This is an optimization exercise on Yosys and OpenROAD, whose aim is small area and a short achievable clock period, not a production implementation.
At most, simulation tests tie the RTL to the original design; equivalence was not proved.
No functional check of the RTL was part of runs 1 and 2.
No activity file was given, so power comes from the tool's default toggle rates.

[design/flow/config.mk]
export PLATFORM = sky130hd
export DESIGN_NAME = rdmx_control
export DESIGN_NICKNAME = rdmx_control
export VERILOG_FILES = /design/flow/design.v
export SDC_FILE = /design/flow/constraint.sdc
export NUM_CORES = 4
export LEC_CHECK = 0
export CAP_MARGIN = 20
export CORE_MARGIN = 2
export CORE_UTILIZATION = 40
export CTS_BUF_LIST = sky130_fd_sc_hd__clkbuf_8
export CTS_CLUSTER_DIAMETER = 60
export CTS_CLUSTER_SIZE = 14
export SETUP_SLACK_MARGIN = 2.7
export SLEW_MARGIN = 20
export SYNTH_HIERARCHICAL = 1
export SYNTH_MINIMUM_KEEP_SIZE = 0
[design/flow/constraint.sdc]
create_clock -name core_clock -period 5.0 [get_ports {clk}]
set_input_delay 1.0000 -clock core_clock [delete_from_list [all_inputs] [get_ports {clk}]]
set_output_delay 1.0000 -clock core_clock [all_outputs]
set_load 0.01 [all_outputs]
[design/flow/design.v]
`default_nettype none
package rdmx_ctl_pkg;
    localparam int REG_DATA_W = 32;
    localparam int CNT_W      = 64;
    localparam int REG_IDX_W  = 8;
    localparam int TDATA_W    = 512;
    localparam int SEQ_W      = 32;
    localparam int RESET_HOLD_CYCLES = 1000;
    localparam int RST_CNT_W         = $clog2(RESET_HOLD_CYCLES + 1);
    localparam logic [CNT_W-1:0] PCI_BASE_RST = 64'h1_0000_0000;
    localparam logic [CNT_W-1:0] PCI_SIZE_RST = 64'h1_0000_0000;
    typedef enum logic [REG_IDX_W-1:0] {
        REG_STATUS     = 8'd0,
        REG_ERRORS     = 8'd1,
        REG_GOOD_H     = 8'd2,
        REG_GOOD_L     = 8'd3,
        REG_BAD_H      = 8'd4,
        REG_BAD_L      = 8'd5,
        REG_PCI_BASE_H = 8'd6,
        REG_PCI_BASE_L = 8'd7,
        REG_PCI_SIZE_H = 8'd8,
        REG_PCI_SIZE_L = 8'd9,
        REG_RESET      = 8'd10,
        REG_CLEAR      = 8'd11,
        REG_LOOPBACK   = 8'd34,
        REG_PAUSE_PCI  = 8'd35
    } reg_index_e;
    typedef enum logic [1:0] {
        RESP_OKAY   = 2'd0,
        RESP_SLVERR = 2'd2,
        RESP_DECERR = 2'd3
    } resp_e;
    typedef struct packed {
        logic                  valid;
        logic [REG_IDX_W-1:0]  index;
        logic [REG_DATA_W-1:0] data;
    } reg_wr_t;
    typedef struct packed {
        logic                 valid;
        logic [REG_IDX_W-1:0] index;
    } reg_rd_req_t;
    typedef struct packed {
        logic                  valid;
        logic [REG_DATA_W-1:0] data;
        resp_e                 resp;
    } reg_rd_t;
    typedef struct packed {
        logic good;
        logic bad;
        logic range_err;
    } pkt_event_t;
    typedef struct packed {
        logic [1:0] ddr_cal;
        logic       pcs_aligned;
    } async_status_t;
    typedef struct packed {
        logic [TDATA_W-1:0] tdata;
        logic               tvalid;
        logic               tready;
        logic               tlast;
    } stream_beat_t;
    typedef struct packed {
        logic [CNT_W-1:0] base;
        logic [CNT_W-1:0] size;
    } pci_cfg_t;
    typedef struct packed {
        logic [CNT_W-1:0] good;
        logic [CNT_W-1:0] bad;
        logic [3:0]       errors;
        logic [2:0]       status;
        logic             reset_active;
        logic             pause_active;
        logic             loopback;
        pci_cfg_t         pci;
    } status_view_t;
endpackage
`default_nettype wire
`default_nettype none
module seq_bit (
    input  logic f,
    input  logic p,
    input  logic f_lo,
    input  logic p_lo,
    output logic m
);
    assign m = (f ^ p) ^ (p_lo & ~f_lo);
endmodule
module seq_check (
    input  logic        clk,
    input  logic        clr,
    input  logic [31:0] stream_hi,
    input  logic        beat,
    output logic        seq_error
);
    logic [31:0] seq_prior, prior_n;
    logic [31:0] miss;
    assign miss[0] = ~(stream_hi[0] ^ seq_prior[0]);
    genvar i;
    for (i = 1; i < 32; i++) begin : g_bit
        seq_bit u_b (
            .f    (stream_hi[i]),
            .p    (seq_prior[i]),
            .f_lo (stream_hi[i-1]),
            .p_lo (seq_prior[i-1]),
            .m    (miss[i])
        );
    end
    ld_word #(.W(32)) u_prior (
        .a (!clr & beat),
        .b (!clr & !beat),
        .d (stream_hi),
        .q (seq_prior),
        .n (prior_n)
    );
    always_ff @(posedge clk) begin
        seq_prior <= prior_n;
        seq_error <= !clr && (seq_error || (beat && (stream_hi != 32'd0) && (miss != 32'd0)));
    end
endmodule
`default_nettype wire
`default_nettype none
module pkt_counter (
    input  logic        clk,
    input  logic        clr,
    input  logic        ld_h,
    input  logic        ld_l,
    input  logic [31:0] wd,
    input  logic        inc,
    output logic [63:0] count
);
    logic [63:0] count_n;
    wire a_h = !clr && ld_h;
    wire a_l = !clr && ld_l;
    wire b_h = !clr && !ld_h;
    wire b_l = !clr && !ld_l;
    count_next #(.N(8), .ONES(1'b1)) u_next (
        .inc(inc),
        .blk({{4{ld_l}}, {4{ld_h}}}),
        .a  ({{4{a_h}}, {4{a_l}}}),
        .b  ({{4{b_h}}, {4{b_l}}}),
        .d  ({wd, wd}),
        .q  (count),
        .n  (count_n)
    );
    always_ff @(posedge clk) begin
        count <= count_n;
    end
endmodule
module event_capture (
    input  logic        clk,
    input  logic        clr,
    input  logic [31:0] wd,
    input  logic        w_good_h,
    input  logic        w_good_l,
    input  logic        w_bad_h,
    input  logic        w_bad_l,
    input  logic [2:0]  events,
    input  logic [2:0]  async_status,
    output logic [63:0] good_count,
    output logic [63:0] bad_count,
    output logic        range_err,
    output logic [2:0]  sync_q
);
    logic [2:0] sync_meta;
    always_ff @(posedge clk) begin
        sync_meta <= async_status;
        sync_q    <= sync_meta;
    end
    pkt_counter u_good (
        .clk(clk), .clr(clr), .ld_h(w_good_h), .ld_l(w_good_l), .wd(wd),
        .inc(events[2]), .count(good_count)
    );
    pkt_counter u_bad (
        .clk(clk), .clr(clr), .ld_h(w_bad_h), .ld_l(w_bad_l), .wd(wd),
        .inc(events[1]), .count(bad_count)
    );
    always_ff @(posedge clk) begin
        range_err <= !clr && (range_err || events[0]);
    end
endmodule
`default_nettype wire
`default_nettype none
module ld_word #(
    parameter int W = 32
) (
    input  logic         a,
    input  logic         b,
    input  logic [W-1:0] d,
    input  logic [W-1:0] q,
    output logic [W-1:0] n
);
    assign n = ({W{a}} & d) | ({W{b}} & q);
endmodule
module tgate8 (
    input  logic       g,
    input  logic [7:1] pre,
    output logic [7:1] t_n
);
    assign t_n = ~({7{g}} & pre);
endmodule
module step_bitn (
    input  logic a,
    input  logic b,
    input  logic d,
    input  logic q,
    input  logic t_n,
    output logic n
);
    assign n = (a & d) | (b & (q ^ ~t_n));
endmodule
module step_bit0 (
    input  logic a,
    input  logic b,
    input  logic d,
    input  logic q,
    input  logic g,
    output logic n
);
    assign n = (a & d) | (b & (q ^ g));
endmodule
module and2m (
    input  logic c,
    input  logic q,
    output logic y
);
    assign y = c & q;
endmodule
module all8 #(
    parameter bit ONES = 1'b1
) (
    input  logic [7:0] q,
    output logic       all
);
    assign all = ONES ? (&q) : ~(|q);
endmodule
module prefix8 #(
    parameter bit ONES = 1'b1
) (
    input  logic [7:0] q,
    output logic [7:2] pre,
    output logic       all
);
    if (ONES) begin : g_up
        and2m u_l2 (.c(q[0]), .q(q[1]), .y(pre[2]));
        genvar j;
        for (j = 2; j < 7; j++) begin : g_link
            and2m u_l (.c(pre[j]), .q(q[j]), .y(pre[j+1]));
        end
        all8 #(.ONES(1'b1)) u_all (.q(q), .all(all));
    end else begin : g_down
        always_comb begin
            logic p;
            p = ~q[0];
            for (int j = 1; j < 8; j++) begin
                p = p & ~q[j];
                if (j < 7) pre[j+1] = p;
            end
            all = p;
        end
    end
endmodule
module group_en #(
    parameter int N = 8
) (
    input  logic         inc,
    input  logic [N-1:0] blk,
    input  logic [N-1:0] all,
    output logic [N-1:0] g
);
    logic [N-1:0] low;
    always_comb begin
        logic p;
        p = 1'b1;
        for (int k = 0; k < N; k++) begin
            low[k] = p;
            p = p & all[k];
        end
    end
    assign g = {N{inc}} & ~blk & low;
endmodule
module count_next #(
    parameter int N    = 8,
    parameter bit ONES = 1'b1
) (
    input  logic           inc,
    input  logic [N-1:0]   blk,
    input  logic [N-1:0]   a,
    input  logic [N-1:0]   b,
    input  logic [8*N-1:0] d,
    input  logic [8*N-1:0] q,
    output logic [8*N-1:0] n
);
    logic [N-1:0]   all, g;
    logic [8*N-1:1] pre;
    group_en #(.N(N)) u_ge (.inc(inc), .blk(blk), .all(all), .g(g));
    genvar k, j;
    for (k = 0; k < N; k++) begin : g_grp
        prefix8 #(.ONES(ONES)) u_p (.q(q[8*k +: 8]), .pre(pre[8*k+2 +: 6]), .all(all[k]));
        assign pre[8*k+1] = ONES ? q[8*k] : ~q[8*k];
        step_bit0 u_s0 (
            .a(a[k]), .b(b[k]), .d(d[8*k]), .q(q[8*k]), .g(g[k]), .n(n[8*k])
        );
        logic [7:1] t_n;
        tgate8 u_t (.g(g[k]), .pre(pre[8*k+1 +: 7]), .t_n(t_n));
        for (j = 1; j < 8; j++) begin : g_bit
            step_bitn u_s (
                .a(a[k]), .b(b[k]), .d(d[8*k+j]), .q(q[8*k+j]), .t_n(t_n[j]), .n(n[8*k+j])
            );
        end
    end
endmodule
module ctl_regs (
    input  logic         clk,
    input  logic         resetn,
    input  logic [31:0]  wd,
    input  logic         w_base_h,
    input  logic         w_base_l,
    input  logic         w_size_h,
    input  logic         w_size_l,
    input  logic         w_loop,
    input  logic         w_pause,
    input  logic         w_reset,
    output logic [127:0] pci,
    output logic         loopback,
    output logic         pause_pci,
    output logic         rst_run
);
    localparam logic [9:0] LFSR_SEED = 10'h001;
    localparam logic [9:0] LFSR_LAST = 10'h3d6;
    logic [127:0] pci_q, pci_n;
    wire  [3:0]   we  = {w_base_h, w_base_l, w_size_h, w_size_l};
    genvar k;
    for (k = 0; k < 4; k++) begin : g_pci
        ld_word #(.W(32)) u_w (
            .a (resetn & we[k]),
            .b (resetn & ~we[k]),
            .d (wd),
            .q (pci_q[32*k +: 32]),
            .n (pci_n[32*k +: 32])
        );
    end
    always_ff @(posedge clk) begin
        pci_q <= pci_n | {31'd0, !resetn, 63'd0, !resetn, 32'd0};
    end
    assign pci = pci_q;
    always_ff @(posedge clk) begin
        if (!resetn)     loopback <= 1'b0;
        else if (w_loop) loopback <= wd[0];
    end
    logic [31:0] pause_count, pause_n;
    count_next #(.N(4), .ONES(1'b0)) u_pause (
        .inc(pause_pci),
        .blk({4{w_pause}}),
        .a  ({4{resetn & w_pause}}),
        .b  ({4{resetn & ~w_pause}}),
        .d  (wd),
        .q  (pause_count),
        .n  (pause_n)
    );
    always_ff @(posedge clk) begin
        pause_count <= pause_n;
        pause_pci   <= resetn && (w_pause ? (wd != 32'd0) : (pause_count[31:1] != 31'd0));
    end
    logic [9:0] rst_lfsr;
    always_ff @(posedge clk) begin
        if (w_reset) rst_lfsr <= LFSR_SEED;
        else         rst_lfsr <= {rst_lfsr[8:0], rst_lfsr[9] ^ rst_lfsr[6]};
        if (!resetn)                               rst_run <= 1'b0;
        else if (w_reset)                          rst_run <= 1'b1;
        else if (rst_run && rst_lfsr == LFSR_LAST) rst_run <= 1'b0;
    end
endmodule
`default_nettype wire
`default_nettype none
module read_mux (
    input  logic         clk,
    input  logic         resetn,
    input  logic [8:0]   reg_rd_req,
    input  logic [2:0]   status,
    input  logic [3:0]   errors,
    input  logic [63:0]  good_count,
    input  logic [63:0]  bad_count,
    input  logic [127:0] pci,
    input  logic         rst_run,
    input  logic         loopback,
    input  logic         pause_pci,
    output logic [34:0]  reg_rd
);
    wire [7:0] ri = reg_rd_req[7:0];
    logic       z76, z54, t54;
    logic [3:0] m, l;
    nor2m  u_z76 (.x(ri[7:6]), .y(z76));
    nor2m  u_z54 (.x(ri[5:4]), .y(z54));
    and2bm u_t54 (.a(ri[5]), .b_n(ri[4]), .y(t54));
    pd_mid u_m   (.x(ri[3:2]), .y(m));
    pd_mid u_l   (.x(ri[1:0]), .y(l));
    logic [12:0] s;
    genvar k;
    for (k = 0; k < 11; k++) begin : g_s
        and4m u_a (.x({z76, z54, m[k >> 2], l[k & 3]}), .y(s[k]));
    end
    and4m u_a34 (.x({z76, t54, m[0], l[2]}), .y(s[11]));
    and4m u_a35 (.x({z76, t54, m[0], l[3]}), .y(s[12]));
    wire s_stat  = s[0];
    wire s_err   = s[1];
    wire s_gh    = s[2];
    wire s_gl    = s[3];
    wire s_bh    = s[4];
    wire s_bl    = s[5];
    wire s_pbh   = s[6];
    wire s_pbl   = s[7];
    wire s_psh   = s[8];
    wire s_psl   = s[9];
    wire s_rst   = s[10];
    wire s_loop  = s[11];
    wire s_pause = s[12];
    wire sel_ok = |s;
    wire [7:0] sel8 = {s_psl, s_psh, s_pbl, s_pbh, s_bl, s_bh, s_gl, s_gh};
    wire [31:0] sel_data;
    for (k = 0; k < 32; k++) begin : g_bit
        rd_bit u_bit (
            .sel (sel8),
            .d   ({pci[k], pci[32+k], pci[64+k], pci[96+k],
                   bad_count[k], bad_count[32+k], good_count[k], good_count[32+k]}),
            .x   (sel_data[k])
        );
    end
    logic        rd_valid, rd_err;
    logic [31:0] rd_data;
    always_ff @(posedge clk) begin
        rd_valid <= resetn && reg_rd_req[8];
        rd_data  <= sel_data | {28'd0, s_err ? errors : {1'b0, s_stat ? status : 3'd0}}
                          | {31'd0, (s_rst && rst_run) || (s_loop && loopback) || (s_pause && pause_pci)};
        rd_err   <= !sel_ok;
    end
    assign reg_rd = {rd_valid, rd_data, rd_err, rd_err};
endmodule
`default_nettype wire
module aoi222 (
    input  logic [2:0] s,
    input  logic [2:0] d,
    output logic       y_n
);
    assign y_n = ~|(s & d);
endmodule
module rd_or (
    input  logic [1:0] s,
    input  logic [1:0] d,
    input  logic [1:0] y_n,
    output logic       x
);
    wire c = ~&y_n;
    assign x = (s[0] & d[0]) | (s[1] & d[1]) | c;
endmodule
module rd_bit (
    input  logic [7:0] sel,
    input  logic [7:0] d,
    output logic       x
);
    logic [1:0] y_n;
    aoi222 u_a (.s(sel[2:0]), .d(d[2:0]), .y_n(y_n[0]));
    aoi222 u_b (.s(sel[5:3]), .d(d[5:3]), .y_n(y_n[1]));
    rd_or  u_o (.s(sel[7:6]), .d(d[7:6]), .y_n(y_n), .x(x));
endmodule
`default_nettype none
module nor2m (
    input  logic [1:0] x,
    output logic       y
);
    assign y = ~|x;
endmodule
module and2bm (
    input  logic a,
    input  logic b_n,
    output logic y
);
    assign y = a & ~b_n;
endmodule
module pd_mid (
    input  logic [1:0] x,
    output logic [3:0] y
);
    assign y = 4'b0001 << x;
endmodule
module pd_lo (
    input  logic       v,
    input  logic [1:0] x,
    output logic [3:0] y
);
    assign y = {4{v}} & (4'b0001 << x);
endmodule
module and4m (
    input  logic [3:0] x,
    output logic       y
);
    assign y = &x;
endmodule
module wr_dec (
    input  logic        wv,
    input  logic [7:0]  wi,
    output logic [11:0] w
);
    logic       z76, z54, t54;
    logic [3:0] m, l;
    nor2m  u_z76 (.x(wi[7:6]), .y(z76));
    nor2m  u_z54 (.x(wi[5:4]), .y(z54));
    and2bm u_t54 (.a(wi[5]), .b_n(wi[4]), .y(t54));
    pd_mid u_m   (.x(wi[3:2]), .y(m));
    pd_lo  u_l   (.v(wv), .x(wi[1:0]), .y(l));
    genvar k;
    for (k = 0; k < 10; k++) begin : g_w
        and4m u_a (.x({z76, z54, m[(k + 2) >> 2], l[(k + 2) & 3]}), .y(w[k]));
    end
    and4m u_a34 (.x({z76, t54, m[0], l[2]}), .y(w[10]));
    and4m u_a35 (.x({z76, t54, m[0], l[3]}), .y(w[11]));
endmodule
module rstn_gate (
    input  logic resetn,
    input  logic run,
    output logic y
);
    assign y = resetn & ~run;
endmodule
module rdmx_control (
    input  logic                        clk,
    input  logic                        resetn,
    input  logic [40:0]                 reg_wr,
    output logic                        wr_done,
    output logic [1:0]                  wr_resp,
    input  logic [8:0]                  reg_rd_req,
    output logic [34:0]                 reg_rd,
    input  logic [2:0]                  events,
    input  logic [1:0]                  overflow,
    input  logic [2:0]                  async_status,
    input  logic [514:0]                stream,
    output logic [127:0]                pci,
    output logic                        loopback,
    output logic                        pause_pci,
    output logic                        resetn_out
);
    wire        wv = reg_wr[40];
    wire [7:0]  wi = reg_wr[39:32];
    wire [31:0] wd = reg_wr[31:0];
    logic w_good_h, w_good_l, w_bad_h, w_bad_l, w_base_h, w_base_l;
    logic w_size_h, w_size_l, w_reset, w_clear, w_loop, w_pause;
    wr_dec u_wr_dec (
        .wv(wv), .wi(wi),
        .w({w_pause, w_loop, w_clear, w_reset, w_size_l, w_size_h,
            w_base_l, w_base_h, w_bad_l, w_bad_h, w_good_l, w_good_h})
    );
    logic wr_err;
    always_ff @(posedge clk) begin
        wr_done <= resetn && wv;
        wr_err  <= ~|{w_pause, w_loop, w_clear, w_reset, w_size_l, w_size_h,
                      w_base_l, w_base_h, w_bad_l, w_bad_h, w_good_l, w_good_h};
    end
    assign wr_resp = {wr_err, wr_err};
    logic        rst_run;
    logic [63:0] good_count, bad_count;
    logic        range_err, seq_error;
    logic [2:0]  sync_q;
    ctl_regs u_ctl_regs (
        .clk       (clk),
        .resetn    (resetn),
        .wd        (wd),
        .w_base_h  (w_base_h),
        .w_base_l  (w_base_l),
        .w_size_h  (w_size_h),
        .w_size_l  (w_size_l),
        .w_loop    (w_loop),
        .w_pause   (w_pause),
        .w_reset   (w_reset),
        .pci       (pci),
        .loopback  (loopback),
        .pause_pci (pause_pci),
        .rst_run   (rst_run)
    );
    rstn_gate u_rstn (.resetn(resetn), .run(rst_run), .y(resetn_out));
    wire clr = !resetn || rst_run || w_clear;
    event_capture u_event_capture (
        .clk          (clk),
        .clr          (clr),
        .wd           (wd),
        .w_good_h     (w_good_h),
        .w_good_l     (w_good_l),
        .w_bad_h      (w_bad_h),
        .w_bad_l      (w_bad_l),
        .events       (events),
        .async_status (async_status),
        .good_count   (good_count),
        .bad_count    (bad_count),
        .range_err    (range_err),
        .sync_q       (sync_q)
    );
    seq_check u_seq_check (
        .clk       (clk),
        .clr       (clr),
        .stream_hi (stream[514:483]),
        .beat      (stream[2] && stream[1]),
        .seq_error (seq_error)
    );
    read_mux u_read_mux (
        .clk        (clk),
        .resetn     (resetn),
        .reg_rd_req (reg_rd_req),
        .status     (sync_q),
        .errors     ({seq_error, overflow, range_err}),
        .good_count (good_count),
        .bad_count  (bad_count),
        .pci        (pci),
        .rst_run    (rst_run),
        .loopback   (loopback),
        .pause_pci  (pause_pci),
        .reg_rd     (reg_rd)
    );
endmodule
`default_nettype wire
[design/flow/flow/run.sh]
#!/bin/bash
# Standard layout, with every port buffered by the smallest buffer
# instead of the resizer's default pick (a delay cell on sky130hd).
set -euo pipefail
export BUFFER_PORTS_ARGS="-buffer_cell sky130_fd_sc_hd__buf_1"
bash standard.sh > standard_flow.log 2>&1
[design/flow/standard.sh]
#!/bin/bash
# synth_recipe.tcl (not shown) runs the flow's synth.tcl, then flattens the netlist and writes it again
# the make line also repeats each setting of config.mk as NAME=value (left out here)
make -C /OpenROAD-flow-scripts/flow DESIGN_CONFIG=/design/flow/config.mk WORK_HOME=/design/flow/orfs CLKGATE_MAP_FILE= SYNTH_SCRIPT=/design/flow/synth_recipe.tcl "${@:-finish}"
==> summary.md, run 1 <==
| Metric | Value |
|---|---|
| Setup CP Type | `primary input to output port` |
| Worst setup EP type | `output port` |
| DP Worst Slack | `1.669 ns` |
| Fin. Hold Viols | `0` |
| Vias in the first global route | `14460` |
| Die W | `209.9 um` |
| Status | `timing/DRC/antenna clean` |
| Slew @ Worst Pin | `0.8692 ns` |
| Starting DRT DRC Count | `1898` |
| Worst hold slack | `0.3249 ns` |
| Fillers | `4036` |
| Pleak | `7.004 nW` |
| Fraction of layout cells with a size suffix above 1 | `0.1158` |
| Clock Tree Buf Depth | `3` |
| Largest net degree at the start of global routing | `34` |
| Period minus WS final | `2.419 ns` |
| Clock tree sinks | `377` |
| Final #Nets | `2548` |
| DRT Wirelength | `60370 um` |
| WP data arrival | `1.42 ns` |
| Critical path cell sequence | `buf_8, nor2b_4, clkbuf_2` |
| Most frequent cells in the layout | `376 x dfxtp_1, 310 x a22o_1, 252 x buf_1` |
| Vias after detailed routing | `15110` |
| Starting density of the core | `0.4051` |
| DRT antenna net count | `0` |
| Power density over cell area | `350.1 nW/um^2` |
| Max-cap violations | `0` |
| CP required | `4.00 ns` |
| Clock latency on the worst-skew pair | `0.65 ns` |
| HP Class | `flop to flop` |
| CTS buffer count | `39` |
| Max Slew Vio Count | `0` |
| Area Overhead vs Synth | `17.74%` |
| Synth warn | `15` |
| IO Count | `744` |
| Worst Path Max Fanout | `12` |
| Post-Synthesis Cells | `1655` |
| Clock Skews | `0.05538 ns` |
| CTS tree | `built` |
| Relative slew slack | `0.4192` |
| Final count of negative-setup-slack endpoints | `0` |
| Pre-antenna DRT Iters | `7` |
| DRC | `0` |
| Die H | `209.9 um` |
| Critical path's slowest cell | `nor2b_4` |
| Avg Vias per Cell | `5.961` |
| Avg Cell Area, Syn | `10.24 um^2` |
| Antenna violations before repair | `2` |
| Final TNS setup | `0 ns` |
| Mapped Nets | `2230` |
| Row cnt | `75` |
| Final setup margin | `2.581 ns` |
| Multi-input gate area | `9405 um^2` |
| Post-Syn Area | `16960 um^2` |
| Clk slew on worst S/H paths | `0.09 ns` |
| First-pass GRT wire length | `89940 um` |
| GR Util All Layers | `0.2659` |
| Core box area | `41850 um^2` |
| Commonest non-fill, non-tap cell in the layout | `dfxtp_1` |
| Fmax | `413.4 MHz` |
| Reg area | `7548 um^2` |
| VDD IR-drop max | `207.0 uV` |
| Setup crit start kind | `primary input` |
| I/O Buffers | `262` |
| Remaining global-route overflow | `0` |
| Average wire per standard cell | `23.82 um` |
| DIE AREA | `44050 um^2` |
| CTS Hold Buffers Added | `0` |
| Max incr delay on CP | `0.15 ns` |
| DPL Wire Length | `38850 um` |
| Period utilization | `0.4838` |
| Routability cong. | `0.8660` |
| H-tree Lvls | `2` |
| CTS root buffer | `clkbuf_8` |
| RSZ-0062 raised after global routing | `yes` |
through the flow:
| stage | power [mW] | utilization | instances | instance area (um^2) |
|---|---|---|---|---|
| global placement | 4.738 | 0.4451 | 2443 | 18630 |
| finish | 6.990 | 0.4770 | 2535 | 19960 |
| detailed placement | 4.764 | 0.4458 | 2444 | 18660 |
| floorplan | 4.434 | - | 1655 | 17160 |
| CTS | 6.985 | 0.4704 | 2521 | 19690 |
| global route | 7.298 | 0.4769 | 2534 | 19960 |
metal layers:
| metal | share of wire | GRT usage |
|---|---|---|
| met1 | 0.45 | 0.3745 |
| met2 | 0.44 | 0.4160 |
| met3 | 0.086 | 0.04803 |
| met4 | 0.022 | 0.07679 |
| met5 | 0 | 0 |
power by group:
group | switching (mW) | leakage [nW] | total (mW) | internal, mW
Clock | 1.21 | 0.423 | 2.23 | 1.01
Sequential | 0.233 | 3.05 | 3.40 | 3.17
Combinational | 0.683 | 3.53 | 1.36 | 0.677
sequential cells by signal, indices dropped and copies added, names as in the netlist, 3 cells and up:
name and flops:
u_ctl_regs.pci_q 128, u_event_capture.u_bad.count 64, u_event_capture.u_good.count 64, u_ctl_regs.pause_count 32, u_read_mux.rd_data 32, u_seq_check.seq_prior 32, u_ctl_regs.rst_lfsr 10, u_event_capture.sync_meta 3
u_event_capture.sync_q 3
worst max-delay path: cells and delay by family:
family | cells | cell delay [ns]
buffers and inverters | 2 | 0.27
AND/OR/NAND/NOR | 1 | 0.15
layout make-up:
type / count / share of cell area
antenna: 2 / 0.0002507
inverter: 12 / 0.002256
timing repair buffer: 305 / 0.07352
clock buffer: 42 / 0.02896
clock inverter: 20 / 0.01197
multi-input combinational: 1238 / 0.4711
tap: 539 / 0.03378
sequential: 377 / 0.3781
timing repair:
item,4_1_cts,5_1_grt
gates cloned,8,0
gates resized for setup,24,27
pin swaps,8,12
endpoints found under the setup margin,245,262
endpoints found under the hold margin,0,0
setup buffers,7,11
final timing paths:
path	start	endpoint	slack [ns]	cells after the start
worst max-delay path	resetn	resetn_out	2.58	3
worst min-delay path	u_event_capture.sync_meta[2]$_DFF_P_	u_event_capture.sync_q[2]$_DFF_P_	0.32	0
worst max register to register	u_event_capture.u_bad.count[22]$_DFF_P_	u_event_capture.u_bad.count[43]$_DFF_P_	2.79	8
worst min register to register	u_event_capture.sync_meta[2]$_DFF_P_	u_event_capture.sync_q[2]$_DFF_P_	0.32	0
==> run 2, diff against run 1 <==
--- a/design/flow/design.v
+++ b/design/flow/design.v
@@ -312,5 +312,5 @@
 module ctl_regs (
     input  logic         clk,
-    input  logic         resetn,
+    input  logic         rst,
     input  logic [31:0]  wd,
     input  logic         w_base_h,
@@ -333,6 +333,6 @@
     for (k = 0; k < 4; k++) begin : g_pci
         ld_word #(.W(32)) u_w (
-            .a (resetn & we[k]),
-            .b (resetn & ~we[k]),
+            .a (we[k]),
+            .b (~rst & ~we[k]),
             .d (wd),
             .q (pci_q[32*k +: 32]),
@@ -341,9 +341,9 @@
     end
     always_ff @(posedge clk) begin
-        pci_q <= pci_n | {31'd0, !resetn, 63'd0, !resetn, 32'd0};
+        pci_q <= pci_n | {31'd0, rst, 63'd0, rst, 32'd0};
     end
     assign pci = pci_q;
     always_ff @(posedge clk) begin
-        if (!resetn)     loopback <= 1'b0;
+        if (rst)         loopback <= 1'b0;
         else if (w_loop) loopback <= wd[0];
     end
@@ -352,6 +352,6 @@
         .inc(pause_pci),
         .blk({4{w_pause}}),
-        .a  ({4{resetn & w_pause}}),
-        .b  ({4{resetn & ~w_pause}}),
+        .a  ({4{w_pause}}),
+        .b  ({4{~rst & ~w_pause}}),
         .d  (wd),
         .q  (pause_count),
@@ -360,5 +360,5 @@
     always_ff @(posedge clk) begin
         pause_count <= pause_n;
-        pause_pci   <= resetn && (w_pause ? (wd != 32'd0) : (pause_count[31:1] != 31'd0));
+        pause_pci   <= !rst && (w_pause ? (wd != 32'd0) : (pause_count[31:1] != 31'd0));
     end
     logic [9:0] rst_lfsr;
@@ -366,5 +366,5 @@
         if (w_reset) rst_lfsr <= LFSR_SEED;
         else         rst_lfsr <= {rst_lfsr[8:0], rst_lfsr[9] ^ rst_lfsr[6]};
-        if (!resetn)                               rst_run <= 1'b0;
+        if (rst)                                   rst_run <= 1'b0;
         else if (w_reset)                          rst_run <= 1'b1;
         else if (rst_run && rst_lfsr == LFSR_LAST) rst_run <= 1'b0;
@@ -375,5 +375,5 @@
 module read_mux (
     input  logic         clk,
-    input  logic         resetn,
+    input  logic         rst,
     input  logic [8:0]   reg_rd_req,
     input  logic [2:0]   status,
@@ -429,5 +429,5 @@
     logic [31:0] rd_data;
     always_ff @(posedge clk) begin
-        rd_valid <= resetn && reg_rd_req[8];
+        rd_valid <= !rst && reg_rd_req[8];
         rd_data  <= sel_data | {28'd0, s_err ? errors : {1'b0, s_stat ? status : 3'd0}}
                           | {31'd0, (s_rst && rst_run) || (s_loop && loopback) || (s_pause && pause_pci)};
@@ -437,20 +437,4 @@
 endmodule
 `default_nettype wire
-module aoi222 (
-    input  logic [2:0] s,
-    input  logic [2:0] d,
-    output logic       y_n
-);
-    assign y_n = ~|(s & d);
-endmodule
-module rd_or (
-    input  logic [1:0] s,
-    input  logic [1:0] d,
-    input  logic [1:0] y_n,
-    output logic       x
-);
-    wire c = ~&y_n;
-    assign x = (s[0] & d[0]) | (s[1] & d[1]) | c;
-endmodule
 module rd_bit (
     input  logic [7:0] sel,
@@ -458,8 +442,5 @@
     output logic       x
 );
-    logic [1:0] y_n;
-    aoi222 u_a (.s(sel[2:0]), .d(d[2:0]), .y_n(y_n[0]));
-    aoi222 u_b (.s(sel[5:3]), .d(d[5:3]), .y_n(y_n[1]));
-    rd_or  u_o (.s(sel[7:6]), .d(d[7:6]), .y_n(y_n), .x(x));
+    assign x = |(sel & d);
 endmodule
 `default_nettype none
@@ -485,8 +466,9 @@
 module pd_lo (
     input  logic       v,
+    input  logic       r,
     input  logic [1:0] x,
     output logic [3:0] y
 );
-    assign y = {4{v}} & (4'b0001 << x);
+    assign y = {4{v & ~r}} & (4'b0001 << x);
 endmodule
 module and4m (
@@ -497,4 +479,5 @@
 endmodule
 module wr_dec (
+    input  logic        rst,
     input  logic        wv,
     input  logic [7:0]  wi,
@@ -507,5 +490,5 @@
     and2bm u_t54 (.a(wi[5]), .b_n(wi[4]), .y(t54));
     pd_mid u_m   (.x(wi[3:2]), .y(m));
-    pd_lo  u_l   (.v(wv), .x(wi[1:0]), .y(l));
+    pd_lo  u_l   (.v(wv), .r(rst), .x(wi[1:0]), .y(l));
     genvar k;
     for (k = 0; k < 10; k++) begin : g_w
@@ -515,4 +498,10 @@
     and4m u_a35 (.x({z76, t54, m[0], l[3]}), .y(w[11]));
 endmodule
+module rst_inv (
+    input  logic resetn,
+    output logic rst
+);
+    assign rst = ~resetn;
+endmodule
 module rstn_gate (
     input  logic resetn,
@@ -539,4 +528,6 @@
     output logic                        resetn_out
 );
+    logic rst;
+    rst_inv u_rst (.resetn(resetn), .rst(rst));
     wire        wv = reg_wr[40];
     wire [7:0]  wi = reg_wr[39:32];
@@ -545,5 +536,5 @@
     logic w_size_h, w_size_l, w_reset, w_clear, w_loop, w_pause;
     wr_dec u_wr_dec (
-        .wv(wv), .wi(wi),
+        .rst(rst), .wv(wv), .wi(wi),
         .w({w_pause, w_loop, w_clear, w_reset, w_size_l, w_size_h,
             w_base_l, w_base_h, w_bad_l, w_bad_h, w_good_l, w_good_h})
@@ -551,5 +542,5 @@
     logic wr_err;
     always_ff @(posedge clk) begin
-        wr_done <= resetn && wv;
+        wr_done <= !rst && wv;
         wr_err  <= ~|{w_pause, w_loop, w_clear, w_reset, w_size_l, w_size_h,
                       w_base_l, w_base_h, w_bad_l, w_bad_h, w_good_l, w_good_h};
@@ -562,5 +553,5 @@
     ctl_regs u_ctl_regs (
         .clk       (clk),
-        .resetn    (resetn),
+        .rst       (rst),
         .wd        (wd),
         .w_base_h  (w_base_h),
@@ -577,5 +568,5 @@
     );
     rstn_gate u_rstn (.resetn(resetn), .run(rst_run), .y(resetn_out));
-    wire clr = !resetn || rst_run || w_clear;
+    wire clr = rst || rst_run || w_clear;
     event_capture u_event_capture (
         .clk          (clk),
@@ -602,5 +593,5 @@
     read_mux u_read_mux (
         .clk        (clk),
-        .resetn     (resetn),
+        .rst        (rst),
         .reg_rd_req (reg_rd_req),
         .status     (sync_q),
==> run 2 against run 1 <==
- clock skew shrank 0.026 ns
- non-clock buffer count rose by 49
- power is 6.7% lower
- design area up 2.7%
- register-to-register slack is essentially flat
- synthesized cell count down 0.24%
- cell count rose by 1.9%
- first-iteration DRC count is 18% lower
- combinational power down 8%
- die area increased by 0.16%
- count of clock-buffer cells in the layout fell by 2
- critical path depth rose by 7
- critical path type is now primary input to flop
- largest cell class unchanged
==> summary.md, run 2 <==
| Metric | Value |
|---|---|
| Worst Path Max Fanout | `7` |
| Period utilization | `0.4684` |
| Starting density of the core | `0.4049` |
| Sequential Power Share | `0.510` |
| DPL Wire Length | `38250 um` |
| RSZ-0062 raised after global routing | `yes` |
| Die W | `210.1 um` |
| Post-Synthesis Cells | `1651` |
| Clock latency on the worst-skew pair | `0.63 ns` |
| Critical path's slowest cell | `or3_4` |
| Clock power frac | `0.299` |
| Die H | `210.1 um` |
| Worst hold slack | `0.3328 ns` |
| Max-cap violations | `0` |
| Final #Nets | `2600` |
| Setup crit start kind | `primary input` |
| DRT antenna net count | `0` |
| Max Slew Vio Count | `0` |
| Remaining global-route overflow | `0` |
| Hold Path Stages | `0` |
| First-pass GRT wire length | `89880 um` |
| Pleak | `7.190 nW` |
| I/O Buffers | `262` |
| Slew @ Worst Pin | `0.8146 ns` |
| Clock Skews | `0.02936 ns` |
| Setup CP Type | `primary input to flop` |
| Max reg flops | `128` |
| Hold Startpoint | `u_event_capture.sync_meta[2]$_DFF_P_` |
| Switching pwr | `1.960 mW` |
| Core box area | `41950 um^2` |
| Worst setup EP type | `flop` |
| VDD IR-drop max | `199.8 uV` |
| Pre-antenna DRT Iters | `5` |
| CTS Hold Buffers Added | `0` |
| Largest Register | `u_ctl_regs.pci_q` |
| Status | `timing/DRC/antenna clean` |
| CTS root buffer | `clkbuf_8` |
| FF-to-FF Start | `u_event_capture.u_good.count[6]$_DFF_P_` |
| Depth of the worst register-to-register path | `7` |
| GR Util All Layers | `0.2647` |
| Max incr delay on CP | `0.49 ns` |
| Relative slew slack | `0.4569` |
| Comb pwr share | `0.191` |
| Synth warn | `15` |
| Power, Total | `6.519 mW` |
| Mapped Nets | `2226` |
| DRT Wirelength | `65130 um` |
| Post-Syn Area | `16980 um^2` |
| Worst setup startpoint | `resetn` |
| Clock Tree Buf Depth | `3` |
| CTS tree | `built` |
| Power density over cell area | `317.9 nW/um^2` |
| Average wire per standard cell | `25.20 um` |
| H-tree Lvls | `2` |
| Clock tree sinks | `377` |
| Post-route insts no fill | `2584` |
| HP Class | `flop to flop` |
| Fin. Hold Viols | `0` |
| Final TNS setup | `0 ns` |
| Critical path cell sequence | `buf_8, clkinvlp_4, buf_12, and4b_2, and4_4, or3_4, buf_8, nor2b_4, buf_12, a22o_1` |
| Vias after detailed routing | `15510` |
| Fraction of layout cells with a size suffix above 1 | `0.1381` |
| DIE AREA | `44120 um^2` |
| Int Power | `4.559 mW` |
| Biggest regs | `u_ctl_regs.pci_q: 128 flops, u_event_capture.u_bad.count: 64 flops, u_event_capture.u_good.count: 64 flops` |
| Vias in the first global route | `14680` |
| Period minus WS final | `2.342 ns` |
| WP data arrival | `2.90 ns` |
| CP required | `5.56 ns` |
| Row cnt | `75` |
| Starting DRT DRC Count | `1562` |
| Fmax | `427.0 MHz` |
| Final core occ | `0.4889` |
| Routability cong. | `0.8961` |
| Avg Cell Area, Syn | `10.29 um^2` |
| Most frequent cells in the layout | `374 x dfxtp_1, 310 x a22o_1, 260 x buf_1` |
| DRC | `0` |
| Avg Vias per Cell | `6.003` |
| CTS buffer count | `37` |
| Dpl cells | `2446` |
| Area Overhead vs Synth | `20.75%` |
| Final count of negative-setup-slack endpoints | `0` |
| Commonest non-fill, non-tap cell in the layout | `dfxtp_1` |
| Sw Ratio | `0.3006` |
| IO Count | `744` |
| Clk slew on worst S/H paths | `0.09 ns` |
| Antenna violations before repair | `4` |
| Largest net degree at the start of global routing | `34` |
[run 2: cell count changes in the layout (fill, tap and decap cells not counted), sizes merged, moves of 3 or more]
cell    previous run  this run
bufinv             4         1
a22oi              1       129
and2             105        98
inv               23        13
buf              301       353
or3                0         3
clkbuf            46        40
clkinv             3        10
a222oi            64         0
nand2            213       147
and4              26        35
[run 2: per-stage QoR]
stage / instance area [um^2] / setup WS [ns]
6_report: 20510 / 2.658
5_1_grt: 20500 / 2.638
4_1_cts: 20160 / 2.665
3_5_place_dp: 18700 / 1.422
3_3_place_gp: 18700 / 1.464
2_1_floorplan: 17190 / 2.336
[run 2: final timing paths]
path                                                    to  slack, ns
setup / recovery  u_event_capture.u_good.count[17]$_DFF_P_       2.66
hold / removal           u_event_capture.sync_q[2]$_DFF_P_       0.33
setup reg to reg  u_event_capture.u_good.count[38]$_DFF_P_       2.78
hold reg to reg          u_event_capture.sync_q[2]$_DFF_P_       0.33
[run 2: final cells by class]
cell class / instances / area (um^2)
multi-input combinational: 1243 / 9577
clock buffer: 40 / 550.5
clock inverter: 16 / 128.9
inverter: 12 / 48.80
fill: 3920 / 21440
tap: 539 / 674.4
timing repair buffer: 354 / 1966
sequential: 377 / 7553
antenna: 3 / 7.507
[run 2: worst max-delay path: cells and delay by family]
| kind | cells | cell delay (ns) |
|---|---|---|
| compound gates | 1 | 0.13 |
| buf+inv | 5 | 0.61 |
| simple gates | 4 | 1.14 |
[run 2: power groups by stage]
stage / Clock [mW] / Combinational [mW] / Sequential (mW)
2_1_floorplan: 0 / 0.867 / 3.34
6_report: 1.95 / 1.25 / 3.32
4_1_cts: 1.99 / 1.16 / 3.32
3_3_place_gp: 0 / 1.09 / 3.37
5_1_grt: 2.10 / 1.35 / 3.35
3_5_place_dp: 0 / 1.10 / 3.38
[run 2: repair_timing]
action                     CTS  global route
gates resized for setup     48            42
setup buffers               46            14
gates cloned                10             9
setup endpoints to repair  277           182
pin swaps                   17            26
[run 2: routing by layer]
metal,vias up,wire [um],GRT usage
li1,7032,-,-
met1,7604,27690,0.3623
met2,759,29430,0.4261
met3,115,5941,0.04291
met4,2,2050,0.08731
met5,-,13,0
==> run 3, diff against run 2 <==
--- a/design/flow/design.v
+++ b/design/flow/design.v
@@ -88,5 +88,6 @@
 module seq_check (
     input  logic        clk,
-    input  logic        clr,
+    input  logic        hold,
+    input  logic        wc,
     input  logic [31:0] stream_hi,
     input  logic        beat,
@@ -107,6 +108,6 @@
     end
     ld_word #(.W(32)) u_prior (
-        .a (!clr & beat),
-        .b (!clr & !beat),
+        .a (!(hold | wc) & beat),
+        .b (!(hold | wc) & !beat),
         .d (stream_hi),
         .q (seq_prior),
@@ -115,5 +116,5 @@
     always_ff @(posedge clk) begin
         seq_prior <= prior_n;
-        seq_error <= !clr && (seq_error || (beat && (stream_hi != 32'd0) && (miss != 32'd0)));
+        seq_error <= !(hold || wc) && (seq_error || (beat && (stream_hi != 32'd0) && (miss != 32'd0)));
     end
 endmodule
@@ -122,5 +123,6 @@
 module pkt_counter (
     input  logic        clk,
-    input  logic        clr,
+    input  logic        hold,
+    input  logic        wc,
     input  logic        ld_h,
     input  logic        ld_l,
@@ -130,8 +132,8 @@
 );
     logic [63:0] count_n;
-    wire a_h = !clr && ld_h;
-    wire a_l = !clr && ld_l;
-    wire b_h = !clr && !ld_h;
-    wire b_l = !clr && !ld_l;
+    wire a_h = ld_h && !hold;
+    wire a_l = ld_l && !hold;
+    wire b_h = !(hold || wc || ld_h);
+    wire b_l = !(hold || wc || ld_l);
     count_next #(.N(8), .ONES(1'b1)) u_next (
         .inc(inc),
@@ -149,5 +151,6 @@
 module event_capture (
     input  logic        clk,
-    input  logic        clr,
+    input  logic        hold,
+    input  logic        wc,
     input  logic [31:0] wd,
     input  logic        w_good_h,
@@ -168,13 +171,13 @@
     end
     pkt_counter u_good (
-        .clk(clk), .clr(clr), .ld_h(w_good_h), .ld_l(w_good_l), .wd(wd),
+        .clk(clk), .hold(hold), .wc(wc), .ld_h(w_good_h), .ld_l(w_good_l), .wd(wd),
         .inc(events[2]), .count(good_count)
     );
     pkt_counter u_bad (
-        .clk(clk), .clr(clr), .ld_h(w_bad_h), .ld_l(w_bad_l), .wd(wd),
+        .clk(clk), .hold(hold), .wc(wc), .ld_h(w_bad_h), .ld_l(w_bad_l), .wd(wd),
         .inc(events[1]), .count(bad_count)
     );
     always_ff @(posedge clk) begin
-        range_err <= !clr && (range_err || events[0]);
+        range_err <= !(hold || wc) && (range_err || events[0]);
     end
 endmodule
@@ -568,8 +571,9 @@
     );
     rstn_gate u_rstn (.resetn(resetn), .run(rst_run), .y(resetn_out));
-    wire clr = rst || rst_run || w_clear;
+    wire hold = rst || rst_run;
     event_capture u_event_capture (
         .clk          (clk),
-        .clr          (clr),
+        .hold         (hold),
+        .wc           (w_clear),
         .wd           (wd),
         .w_good_h     (w_good_h),
@@ -586,5 +590,6 @@
     seq_check u_seq_check (
         .clk       (clk),
-        .clr       (clr),
+        .hold      (hold),
+        .wc        (w_clear),
         .stream_hi (stream[514:483]),
         .beat      (stream[2] && stream[1]),
==> run 3 against run 2 <==
- hold slack worse by 0.0016 ns
- cell count down 1.0%
- die area grew 0.17%
- global-route usage up 0.10 points
- maximum frequency up 0.69%
- synthesized area is 0.18% higher
- routed wire length is 3.4% lower
- largest cell class unchanged
==> summary.md, run 3 <==
| Metric | Value |
|---|---|
| Status | `timing/DRC/antenna clean` |
| Worst Path Max Fanout | `2` |
| DIE AREA | `44200 um^2` |
| H-tree Lvls | `2` |
| Die H | `210.2 um` |
| RSZ-0062 raised after global routing | `yes` |
| Max reg flops | `128` |
| CTS buffer count | `38` |
| HP Class | `flop to flop` |
| Row cnt | `75` |
| Antenna violations before repair | `2` |
| Routability cong. | `0.8957` |
| Placed cell area | `18790 um^2` |
| CTS root buffer | `clkbuf_8` |
| Dpl cells | `2452` |
| Post-Syn Area | `17010 um^2` |
| Pleak | `7.044 nW` |
| Clock tree sinks | `377` |
| Fin. Hold Viols | `0` |
| Commonest non-fill, non-tap cell in the layout | `dfxtp_1` |
| DPL Wire Length | `39660 um` |
| I/O Buffers | `262` |
| Finished Cell Area | `20220 um^2` |
| Fmax | `429.9 MHz` |
| Fillers | `3969` |
| Period minus WS final | `2.326 ns` |
| DRC | `0` |
| CP required | `4.00 ns` |
| Starting density of the core | `0.4056` |
| DRT Wirelength | `62930 um` |
| Setup CP Type | `primary input to output port` |
| Power density over cell area | `322.3 nW/um^2` |
| Post-route insts no fill | `2558` |
| Synth warn | `15` |
| Clk slew on worst S/H paths | `0.08 ns` |
| Max-cap violations | `0` |
| Remaining global-route overflow | `0` |
| Most frequent cells in the layout | `375 x dfxtp_1, 310 x a22o_1, 260 x buf_1` |
| Biggest regs | `u_ctl_regs.pci_q: 128 flops, u_event_capture.u_bad.count: 64 flops, u_event_capture.u_good.count: 64 flops` |
| Core box area | `41950 um^2` |
| Vias after detailed routing | `15390` |
| CTS tree | `built` |
| Clock Skews | `0.03062 ns` |
| Largest net degree at the start of global routing | `34` |
| Final count of negative-setup-slack endpoints | `0` |
| Area Overhead vs Synth | `18.85%` |
| WP data arrival | `1.33 ns` |
| Slew @ Worst Pin | `0.8389 ns` |
| Avg Cell Area, Syn | `10.29 um^2` |
| Final #Nets | `2573` |
| Pre-antenna DRT Iters | `5` |
| Fraction of layout cells with a size suffix above 1 | `0.1274` |
| Setup crit start kind | `primary input` |
| DRT antenna net count | `0` |
| Max Slew Vio Count | `0` |
| GR Util All Layers | `0.2657` |
| Clock latency on the worst-skew pair | `0.63 ns` |
| Post-Synthesis Cells | `1653` |
| Period utilization | `0.4652` |
| Starting DRT DRC Count | `1509` |
| Mapped Nets | `2228` |
| First-pass GRT wire length | `89940 um` |
| Average wire per standard cell | `24.60 um` |
| Vias in the first global route | `14690` |
| IO Count | `744` |
| Avg Vias per Cell | `6.016` |
| Die W | `210.2 um` |
| Largest Register | `u_ctl_regs.pci_q` |
| VDD IR-drop max | `189.6 uV` |
| Final TNS setup | `0 ns` |
| Relative slew slack | `0.4394` |
| Worst setup EP type | `output port` |
| Clock Tree Buf Depth | `3` |
==> run 3: area by class of cell <==
cell class	count	area, um^2	share of cell area
Sequential cell	377	7552	0.3735
Timing Repair Buffer	332	1702	0.08416
Clock buffer	44	605.6	0.02995
Antenna cell	1	2.502	0.0001238
Tap cell	539	674.4	0.03335
Inverter	11	45.04	0.002228
Clock inverter	16	140.1	0.006931
Multi-Input combinational cell	1238	9498	0.4697
==> run 3: path summary, 6_finish.rpt <==
| check | from | to | slack, ns | cells after the start |
|---|---|---|---|---|
| min | u_event_capture.sync_meta[0]$_DFF_P_ | u_event_capture.sync_q[0]$_DFF_P_ | 0.33 | 0 |
| max | resetn | resetn_out | 2.67 | 3 |
| max reg2reg | u_ctl_regs.pause_count[1]$_DFF_P_ | u_ctl_regs.pause_count[18]$_DFF_P_ | 2.79 | 7 |
| min reg2reg | u_event_capture.sync_meta[0]$_DFF_P_ | u_event_capture.sync_q[0]$_DFF_P_ | 0.33 | 0 |
==> run 3: stage by stage <==
stage | setup WS, ns | power (mW) | utilization | hold slack [ns]
after floorplan | 2.440 | 4.196 | - | 0.3096
after global placement | 1.433 | 4.460 | 0.4479 | 0.3126
after detailed placement | 1.393 | 4.483 | 0.4479 | 0.3143
after CTS | 2.675 | 6.531 | 0.4780 | 0.3340
after global routing | 2.669 | 6.805 | 0.4820 | 0.3433
final | 2.674 | 6.516 | 0.4820 | 0.3311
==> run 3: power breakdown <==
part	internal, mW	total [mW]	switching, mW
logic	0.575	1.16	0.584
registers	3.14	3.32	0.180
clock network	0.877	2.04	1.16
==> run 3: timing repair <==
action	in CTS	in global routing
setup buffers	29	6
pin swaps	9	6
hold buffers	0	0
gates resized for setup	32	17
endpoints found under the setup margin	255	123
cloned	6	4
==> run 3: critical path, stage by stage <==
cell and delay [ns]:
buf_8 0.10, nor2b_4 0.11, buf_6 0.11
==> run 3: layer usage <==
layer | vias up | track usage | part of all wire
li1 | 6964 | - | -
met5 | - | 0 | 0
met1 | 7548 | 0.3735 | 0.44
met3 | 130 | 0.03740 | 0.079
met2 | 747 | 0.4141 | 0.44
met4 | 0 | 0.09929 | 0.038
==> run 4, diff against run 3 <==
--- a/design/flow/config.mk
+++ b/design/flow/config.mk
@@ -11,5 +11,5 @@
 export CTS_BUF_LIST = sky130_fd_sc_hd__clkbuf_8
 export CTS_CLUSTER_DIAMETER = 60
-export CTS_CLUSTER_SIZE = 14
+export CTS_CLUSTER_SIZE = 16
 export SETUP_SLACK_MARGIN = 2.7
 export SLEW_MARGIN = 20
==> run 4 against run 3 <==
- count of clock-buffer cells in the layout fell by 3
- sequential share of layout area is 0.14 points lower
- largest cell class unchanged
- highest routed layer is now met5
- routed wire length shrank 0.76%
- synthesized cell count unchanged
- largest power group unchanged
==> summary.md, run 4 <==
| Metric | Value |
|---|---|
| Core box area | `41950 um^2` |
| Max reg flops | `128` |
| Period utilization | `0.4652` |
| FF-to-FF Start | `u_event_capture.u_bad.count[0]$_DFF_P_` |
| Setup crit start kind | `primary input` |
| Starting DRT DRC Count | `1550` |
| Fillers | `3946` |
| Clock latency on the worst-skew pair | `0.64 ns` |
| CTS Hold Buffers Added | `0` |
| Worst Path Max Fanout | `2` |
| Worst setup startpoint | `resetn` |
| Row cnt | `75` |
| Most frequent cells in the layout | `373 x dfxtp_1, 310 x a22o_1, 257 x buf_1` |
| Commonest non-fill, non-tap cell in the layout | `dfxtp_1` |
| Largest net degree at the start of global routing | `34` |
| M1 GR Usage | `0.3684` |
| CTS root buffer | `clkbuf_8` |
| Pleak | `7.067 nW` |
| Max Slew Vio Count | `0` |
| Biggest regs | `u_ctl_regs.pci_q: 128 flops, u_event_capture.u_bad.count: 64 flops, u_event_capture.u_good.count: 64 flops` |
| CTS buffer count | `35` |
| Reg area | `7555 um^2` |
| Critical path's slowest cell | `nor2b_4` |
| Setup CP Type | `primary input to output port` |
| WP data arrival | `1.33 ns` |
| Relative slew slack | `0.4271` |
| Largest Register | `u_ctl_regs.pci_q` |
| Die H | `210.2 um` |
| VDD IR-drop max | `197.6 uV` |
| Mapped Nets | `2228` |
| Clock Tree Buf Depth | `3` |
| Clock tree sinks | `377` |
| Flop2flop setup slack | `2.80 ns` |
| DP Worst Slack | `1.393 ns` |
| Max-cap violations | `0` |
| Pre-antenna DRT Iters | `5` |
| Routability cong. | `0.8957` |
| Final setup margin | `2.674 ns` |
| I/O Buffers | `262` |
| Family with the most delay on the worst path | `buffers and inverters` |
| Clk slew on worst S/H paths | `0.09 ns` |
| IO Count | `744` |
| Remaining global-route overflow | `0` |
| Hold Startpoint | `u_event_capture.sync_meta[0]$_DFF_P_` |
| Max incr delay on CP | `0.11 ns` |
| Critical path cell sequence | `buf_8, nor2b_4, buf_6` |
| Post-Synthesis Cells | `1653` |
| Period minus WS final | `2.326 ns` |
| Area Overhead vs Synth | `19.34%` |
| Synth warn | `15` |
| Final #Nets | `2563` |
| DIE AREA | `44200 um^2` |
| Post-route insts no fill | `2552` |
| Vias after detailed routing | `15360` |
| Worst setup EP type | `output port` |
| CTS tree | `built` |
| First-pass GRT wire length | `89510 um` |
| Fraction of layout cells with a size suffix above 1 | `0.1267` |
| DPL Wire Length | `39660 um` |
| Avg Cell Area, Syn | `10.29 um^2` |
| Die W | `210.2 um` |
| Met3 Resource Use GR | `0.04097` |
| Power density over cell area | `333.4 nW/um^2` |
| H-tree Lvls | `2` |
| DRC | `0` |
| Clock Skews | `0.04124 ns` |
| RSZ-0062 raised after global routing | `yes` |
| Met2 GRT Util | `0.4097` |
| Dpl cells | `2452` |
| Fin. Hold Viols | `0` |
| Slew @ Worst Pin | `0.8572 ns` |
| Gr busiest metal | `met2` |
| WP buf/inv | `2` |
| Final count of negative-setup-slack endpoints | `0` |
| Average wire per standard cell | `24.47 um` |
| Final core occ | `0.4840` |
| Starting density of the core | `0.4056` |
| Vias in the first global route | `14630` |
| Fmax | `429.9 MHz` |
| HP Class | `flop to flop` |
| Final TNS setup | `0 ns` |
| Multi-input gate area | `9503 um^2` |
| Status | `timing/DRC/antenna clean` |
| CP required | `4.00 ns` |
| Antenna violations before repair | `2` |
| DRT Wirelength | `62450 um` |
| Avg Vias per Cell | `6.018` |
| DRT antenna net count | `0` |
| Post-Syn Area | `17010 um^2` |
| GR Util All Layers | `0.2640` |
==> run 4: where the power goes <==
part	internal (mW)	switching, mW
registers	3.14	0.182
clock network	1.10	1.19
logic	0.576	0.589
total	4.81	1.96
==> run 4: worst paths after layout <==
path	endpoint	cells past startpoint
hold / removal	u_event_capture.sync_q[0]$_DFF_P_	0
setup reg to reg	u_event_capture.u_bad.count[57]$_DFF_P_	8
setup / recovery	resetn_out	3
hold reg to reg	u_event_capture.sync_q[0]$_DFF_P_	0
==> run 4: worst reg2reg max path, cell delays in order, from the launching register on <==
cell	delay [ns]
dfxtp_1	0.43
nand4_1	0.21
nor2_4	0.23
nand4_4	0.25
nor4_4	0.32
buf_4	0.22
nand2_1	0.09
xnor2_1	0.12
a22o_1	0.21
==> run 4: layer usage <==
| layer | vias to the layer above | share of wire |
|---|---|---|
| li1 | 6945 | - |
| met1 | 7624 | 0.45 |
| met2 | 671 | 0.45 |
| met3 | 115 | 0.069 |
| met4 | 2 | 0.032 |
| met5 | - | 0.00019 |
==> run 4: per-stage QoR <==
stage	power, mW	instance area (um^2)	hold slack, ns
3_5_place_dp	4.483	18790	0.3143
3_3_place_gp	4.460	18790	0.3126
6_report	6.768	20300	0.3332
4_1_cts	6.768	20110	0.3358
5_1_grt	7.042	20300	0.3451
2_1_floorplan	4.196	17220	0.3096
==> run 4: final cells by class <==
type | count | share of cell area
multi-input cells | 1238 | 0.4680
flip-flops and latches | 377 | 0.3721
repair buffers | 325 | 0.08184
well taps | 539 | 0.03322
clock buffers | 41 | 0.02779
clock inverters | 20 | 0.01467
inverters | 11 | 0.002219
diodes | 1 | 0.0001233
==> run 4: repair_timing <==
action	4_1_cts	5_1_grt
pin swaps	8	9
endpoints found under the setup margin	256	120
cloned	6	4
gates resized for setup	33	21
setup buffers	22	6
==> run 5, diff against run 4 <==
--- a/design/flow/config.mk
+++ b/design/flow/config.mk
@@ -11,6 +11,6 @@
 export CTS_BUF_LIST = sky130_fd_sc_hd__clkbuf_8
 export CTS_CLUSTER_DIAMETER = 60
-export CTS_CLUSTER_SIZE = 16
-export SETUP_SLACK_MARGIN = 2.7
+export CTS_CLUSTER_SIZE = 14
+export SETUP_SLACK_MARGIN = 2.72
 export SLEW_MARGIN = 20
 export SYNTH_HIERARCHICAL = 1
==> run 5 against run 4 <==
- still clean
- clock power about the same
- synthesized area unchanged
- sequential cell count is the same
- routed wire length is 2.8% higher
- via count rose by 1.2%
- non-clock buffer count increased by 7
- hold slack got worse by 0.0046 ns
- critical path type unchanged
- die area is the same
- count of clock-buffer cells in the layout is 1 higher
- clock skew shrank 0.0073 ns
- sequential power is essentially flat
==> summary.md, run 5 <==
| Metric | Value |
|---|---|
| Status | `timing/DRC/antenna clean` |
| Gr busiest metal | `met2` |
| Period minus WS final | `2.336 ns` |
| Clock tree sinks | `377` |
| DPL Wire Length | `39440 um` |
| Family with the most delay on the worst path | `buffers and inverters` |
| Most frequent cells in the layout | `375 x dfxtp_1, 310 x a22o_1, 256 x buf_1` |
| Routability cong. | `0.8843` |
| Starting DRT DRC Count | `1633` |
| Fraction of layout cells with a size suffix above 1 | `0.1307` |
| H-tree Lvls | `2` |
| DRT antenna net count | `0` |
| DRC | `0` |
| Final #Nets | `2577` |
| CP required | `4.00 ns` |
| Max incr delay on CP | `0.12 ns` |
| Row cnt | `75` |
| Clock latency on the worst-skew pair | `0.63 ns` |
| Biggest regs | `u_ctl_regs.pci_q: 128 flops, u_event_capture.u_bad.count: 64 flops, u_event_capture.u_good.count: 64 flops` |
| Largest Register | `u_ctl_regs.pci_q` |
| Mapped Nets | `2228` |
| CTS root buffer | `clkbuf_8` |
| Max Slew Vio Count | `0` |
| M1 GR Usage | `0.3637` |
| HP Class | `flop to flop` |
| Clock Tree Buf Depth | `3` |
| VDD IR-drop max | `198.7 uV` |
| WP data arrival | `1.34 ns` |
| Setup crit start kind | `primary input` |
| Fmax | `428.1 MHz` |
| WP buf/inv | `2` |
| Worst Path Max Fanout | `2` |
| Period utilization | `0.4672` |
| Max reg flops | `128` |
| Core box area | `41950 um^2` |
| Synth warn | `15` |
| Clk slew on worst S/H paths | `0.09 ns` |
| Slew @ Worst Pin | `0.7511 ns` |
| Fillers | `3953` |
| CTS Hold Buffers Added | `0` |
| Clock Skews | `0.03393 ns` |
| Final TNS setup | `0 ns` |
| Met3 Resource Use GR | `0.05170` |
| Vias in the first global route | `14400` |
| Setup CP Type | `primary input to output port` |
| Worst hold slack | `0.3286 ns` |
| DIE AREA | `44200 um^2` |
| Commonest non-fill, non-tap cell in the layout | `dfxtp_1` |
| Die H | `210.2 um` |
| CP most frequent cell | `buf_6` |
| GR Util All Layers | `0.2623` |
| Pre-antenna DRT Iters | `5` |
| Max-cap violations | `0` |
| Final core occ | `0.4850` |
| Pleak | `7.110 nW` |
| Starting density of the core | `0.4056` |
| I/O Buffers | `262` |
| Worst setup EP type | `output port` |
| Power, Total | `6.754 mW` |
| Relative slew slack | `0.4992` |
| CTS buffer count | `38` |
| RSZ-0062 raised after global routing | `yes` |
| Final count of negative-setup-slack endpoints | `0` |
| Fin. Hold Viols | `0` |
| Power density over cell area | `332.0 nW/um^2` |
| First-pass GRT wire length | `88680 um` |
| CTS tree | `built` |
| Met2 GRT Util | `0.4113` |
| IO Count | `744` |
| Post-Synthesis Cells | `1653` |
| Die W | `210.2 um` |
| Area Overhead vs Synth | `19.57%` |
| Avg Vias per Cell | `6.071` |
| Largest net degree at the start of global routing | `34` |
| Post-Syn Area | `17010 um^2` |
| Avg Cell Area, Syn | `10.29 um^2` |
| Vias after detailed routing | `15540` |
| Average wire per standard cell | `25.07 um` |
| Critical path cell sequence | `buf_6, nor2b_4, buf_6` |
| DRT Wirelength | `64180 um` |
| Remaining global-route overflow | `0` |
| Critical path's slowest cell | `nor2b_4` |
| Antenna violations before repair | `2` |
-- run 5: worst paths after layout --
path,slack [ns],endpoint,cells after the start,startpoint
min reg2reg,0.33,u_event_capture.sync_q[0]$_DFF_P_,0,u_event_capture.sync_meta[0]$_DFF_P_
max reg2reg,2.79,u_ctl_regs.pause_count[25]$_DFF_P_,8,u_ctl_regs.pause_count[1]$_DFF_P_
max,2.66,resetn_out,3,resetn
min,0.33,u_event_capture.sync_q[0]$_DFF_P_,0,u_event_capture.sync_meta[0]$_DFF_P_
-- run 5: layout make-up --
class                      count  area [um^2]  share of cell area
tap                          539        674.4             0.03315
clock inverter                16        265.3             0.01304
timing repair buffer         332         1667             0.08193
antenna                        1        2.502           0.0001230
multi-input combinational   1242         9562              0.4700
clock buffer                  42        578.1             0.02842
sequential                   377         7552              0.3713
inverter                      11        41.29            0.002030
-- run 5: metal layers --
layer | up-vias | wire [um]
li1 | 6981 | -
met4 | 0 | 1841
met1 | 7632 | 27130
met3 | 119 | 6154
met5 | - | 0
met2 | 811 | 29050
-- run 5: worst register-to-register path: cells and delay by family, from the launching register on --
kind | cells | cell delay [ns]
AOI/OAI and AO/OA | 1 | 0.21
and+or+nand+nor | 5 | 1.22
buffers and inverters | 1 | 0.18
DFF | 1 | 0.37
xor gates and xnor gates | 1 | 0.13
-- run 5: repair_timing --
item | CTS | global route
buffers inserted | 22 | 13
pin swaps | 8 | 14
gates resized for setup | 26 | 27
gates cloned | 5 | 9
setup endpoints to repair | 158 | 248
-- run 5: per-stage QoR --
stage / cells / cell area (um^2) / worst slack (ns)
floorplan: 1653 / 17220 / 2.440
global placement: 2452 / 18770 / 1.704
detailed placement: 2452 / 18770 / 1.668
CTS: 2537 / 20030 / 2.655
global route: 2559 / 20340 / 2.640
finish: 2560 / 20340 / 2.664
-- run 5: power breakdown --
group          internal [mW]  switching (mW)
clock                   1.10            1.17
sequential              3.14           0.187
combinational          0.567           0.593
==> run 6, diff against run 5 <==
--- a/design/flow/config.mk
+++ b/design/flow/config.mk
@@ -12,5 +12,5 @@
 export CTS_CLUSTER_DIAMETER = 60
 export CTS_CLUSTER_SIZE = 14
-export SETUP_SLACK_MARGIN = 2.72
+export SETUP_SLACK_MARGIN = 2.8
 export SLEW_MARGIN = 20
 export SYNTH_HIERARCHICAL = 1
==> run 6 against run 5 <==
- global-route usage increased by 0.27 points
- largest power group unchanged
- combinational power grew 5%
- non-clock buffer count is 24 higher
- synthesized cell count unchanged
- critical path depth is the same
- still clean on timing, DRC and antenna
- largest cell class unchanged
- sequential share of layout area decreased by 0.63 points
- critical endpoint unchanged
- via count grew 1.4%
- design area is 2.4% higher
- power shrank 0.30%
- cell count grew 1.1%
==> summary.md, run 6 <==
| Metric | Value |
|---|---|
| Status | `timing/DRC/antenna clean` |
| RSZ-0062 raised after global routing | `yes` |
| R2r endpoint | `u_event_capture.u_bad.count[60]$_DFF_P_` |
| Max incr delay on CP | `0.12 ns` |
| Remaining global-route overflow | `0` |
| Power, Total | `6.733 mW` |
| Slew @ Worst Pin | `0.8838 ns` |
| Final setup margin | `2.676 ns` |
| Int Power | `4.749 mW` |
| VDD IR-drop max | `181.6 uV` |
| Critical path's slowest cell | `buf_6` |
| Reg area | `7599 um^2` |
| Clock tree sinks | `377` |
| DIE AREA | `44200 um^2` |
| CTS tree | `built` |
| CP required | `4.00 ns` |
| Fraction of layout cells with a size suffix above 1 | `0.1982` |
| Hold Path Stages | `0` |
| FF-to-FF Start | `u_event_capture.u_bad.count[18]$_DFF_P_` |
| Fillers | `3852` |
| Largest Register | `u_ctl_regs.pci_q` |
| Switching pwr | `1.985 mW` |
| Synth warn | `15` |
| Pre-antenna DRT Iters | `8` |
| WP data arrival | `1.32 ns` |
| Final TNS setup | `0 ns` |
| Worst hold slack | `0.3337 ns` |
| Hold Startpoint | `u_event_capture.sync_meta[1]$_DFF_P_` |
| DPL Wire Length | `39420 um` |
| Core box area | `41950 um^2` |
| CTS root buffer | `clkbuf_8` |
| Die H | `210.2 um` |
| Row cnt | `75` |
| CP most frequent cell | `buf_6` |
| Family with the most delay on the worst path | `buffers and inverters` |
| Clk slew on worst S/H paths | `0.09 ns` |
| Dpl cells | `2453` |
| DRT antenna net count | `0` |
| Commonest non-fill, non-tap cell in the layout | `dfxtp_1` |
| Period utilization | `0.4649` |
| DP Worst Slack | `1.572 ns` |
| CTS Hold Buffers Added | `0` |
| Largest net degree at the start of global routing | `34` |
| WHS Endpoint | `u_event_capture.sync_q[1]$_DFF_P_` |
| Final count of negative-setup-slack endpoints | `0` |
| Power density over cell area | `323.4 nW/um^2` |
| Starting density of the core | `0.4056` |
| Multi-input gate area | `9629 um^2` |
| Fmax | `430.2 MHz` |
| Fin. Hold Viols | `0` |
| Routability cong. | `0.8679` |
| Worst Path Max Fanout | `2` |
| CTS buffer count | `38` |
| Avg Cell Area, Syn | `10.29 um^2` |
| Vias in the first global route | `14460` |
| Clock Skews | `0.04058 ns` |
| Final core occ | `0.4964` |
| Sequential Power Share | `0.492` |
| Finished Cell Area | `20820 um^2` |
| I/O Buffers | `262` |
| Setup CP Type | `primary input to output port` |
| DRT Wirelength | `66160 um` |
| H-tree Lvls | `2` |
| GR Util All Layers | `0.2650` |
| Biggest regs | `u_ctl_regs.pci_q: 128 flops, u_event_capture.u_bad.count: 64 flops, u_event_capture.u_good.count: 64 flops` |
| Worst setup EP type | `output port` |
| Relative slew slack | `0.4108` |
| Vias after detailed routing | `15760` |
| HP Class | `flop to flop` |
| IO Count | `744` |
| Final #Nets | `2603` |
| Post-route insts no fill | `2589` |
| Period minus WS final | `2.324 ns` |
| Pleak | `7.594 nW` |
| Avg Vias per Cell | `6.087` |
| Comb pwr share | `0.182` |
| Clock power frac | `0.326` |
| Depth of the worst register-to-register path | `8` |
| Flop2flop setup slack | `2.84 ns` |
| Antenna violations before repair | `4` |
| Setup crit start kind | `primary input` |
| WP buf/inv | `2` |
| First-pass GRT wire length | `89470 um` |
| Post-Synthesis Cells | `1653` |
| Sw Ratio | `0.2947` |
| Max-cap violations | `0` |
| Max Slew Vio Count | `0` |
| Average wire per standard cell | `25.55 um` |
| Starting DRT DRC Count | `1742` |
| Mapped Nets | `2228` |
| Post-Syn Area | `17010 um^2` |
| Max reg flops | `128` |
| Area Overhead vs Synth | `22.39%` |
| Die W | `210.2 um` |
| Critical path cell sequence | `buf_6, nor2b_4, buf_6` |
| Clock Tree Buf Depth | `3` |
| Placed cell area | `18800 um^2` |
| Most frequent cells in the layout | `338 x dfxtp_1, 310 x a22o_1, 203 x xnor2_1` |
| DRC | `0` |
| Clock latency on the worst-skew pair | `0.64 ns` |
==> run 6: final cells by class <==
class / count / share of cell area
timing repair buffer: 356 / 0.09927
multi-input combinational: 1244 / 0.4625
inverter: 11 / 0.001983
clock inverter: 17 / 0.01028
tap: 539 / 0.03239
sequential: 377 / 0.3649
antenna: 2 / 0.0002404
clock buffer: 43 / 0.02842
==> run 6: power groups by stage <==
stage	Combinational (mW)	Sequential, mW	Clock (mW)
global route	1.33	3.33	2.32
detailed placement	1.11	3.37	0
finish	1.22	3.32	2.19
floorplan	0.860	3.34	0
global placement	1.09	3.37	0
CTS	1.16	3.30	2.21
==> run 6: worst max path at each step <==
| stage | from | endpoint | slack (ns) | depth (start not counted) |
|---|---|---|---|---|
| CTS | resetn | resetn_out | 2.67 | 3 |
| detailed placement | resetn | u_ctl_regs.pci_q[126]$_DFF_P_ | 1.57 | 8 |
| global placement | resetn | u_ctl_regs.pci_q[126]$_DFF_P_ | 1.57 | 8 |
| global route | resetn | resetn_out | 2.67 | 3 |
| finish | resetn | resetn_out | 2.68 | 3 |
| floorplan | resetn | u_event_capture.u_good.count[32]$_DFF_P_ | 2.44 | 5 |
==> run 6: timing repair <==
item | in CTS | in global routing
setup endpoints to repair | 338 | 229
gates resized for setup | 111 | 73
pin swaps | 15 | 20
setup buffers | 39 | 19
cloned | 8 | 8
==> run 6: worst reg2reg max path, cell delays in order, from the launching register on <==
cell	delay, ns
dfxtp_1	0.45
nand4_1	0.12
nor2_1	0.30
nand4_4	0.25
nor4_4	0.32
buf_4	0.22
nand2_1	0.09
xnor2_1	0.12
a22o_1	0.21
==> run 6: metal layers <==
layer | vias up | global-route usage | share of wire | routed length (um)
li1 | 7041 | - | - | -
met5 | - | 0 | 0.00017 | 11
met4 | 2 | 0.1039 | 0.040 | 2662
met3 | 138 | 0.03531 | 0.089 | 5908
met1 | 7688 | 0.3756 | 0.43 | 28570
met2 | 889 | 0.4085 | 0.44 | 29010

Re-timed with assumed drivers on the ports (clkbuf_16 on the clock, buf_2 on other inputs), run 6 has 2.641 ns of setup slack against 2.676 ns with ideal ports, and 2.097 ns once port delays also move by the mid clock arrival of 0.670 ns.
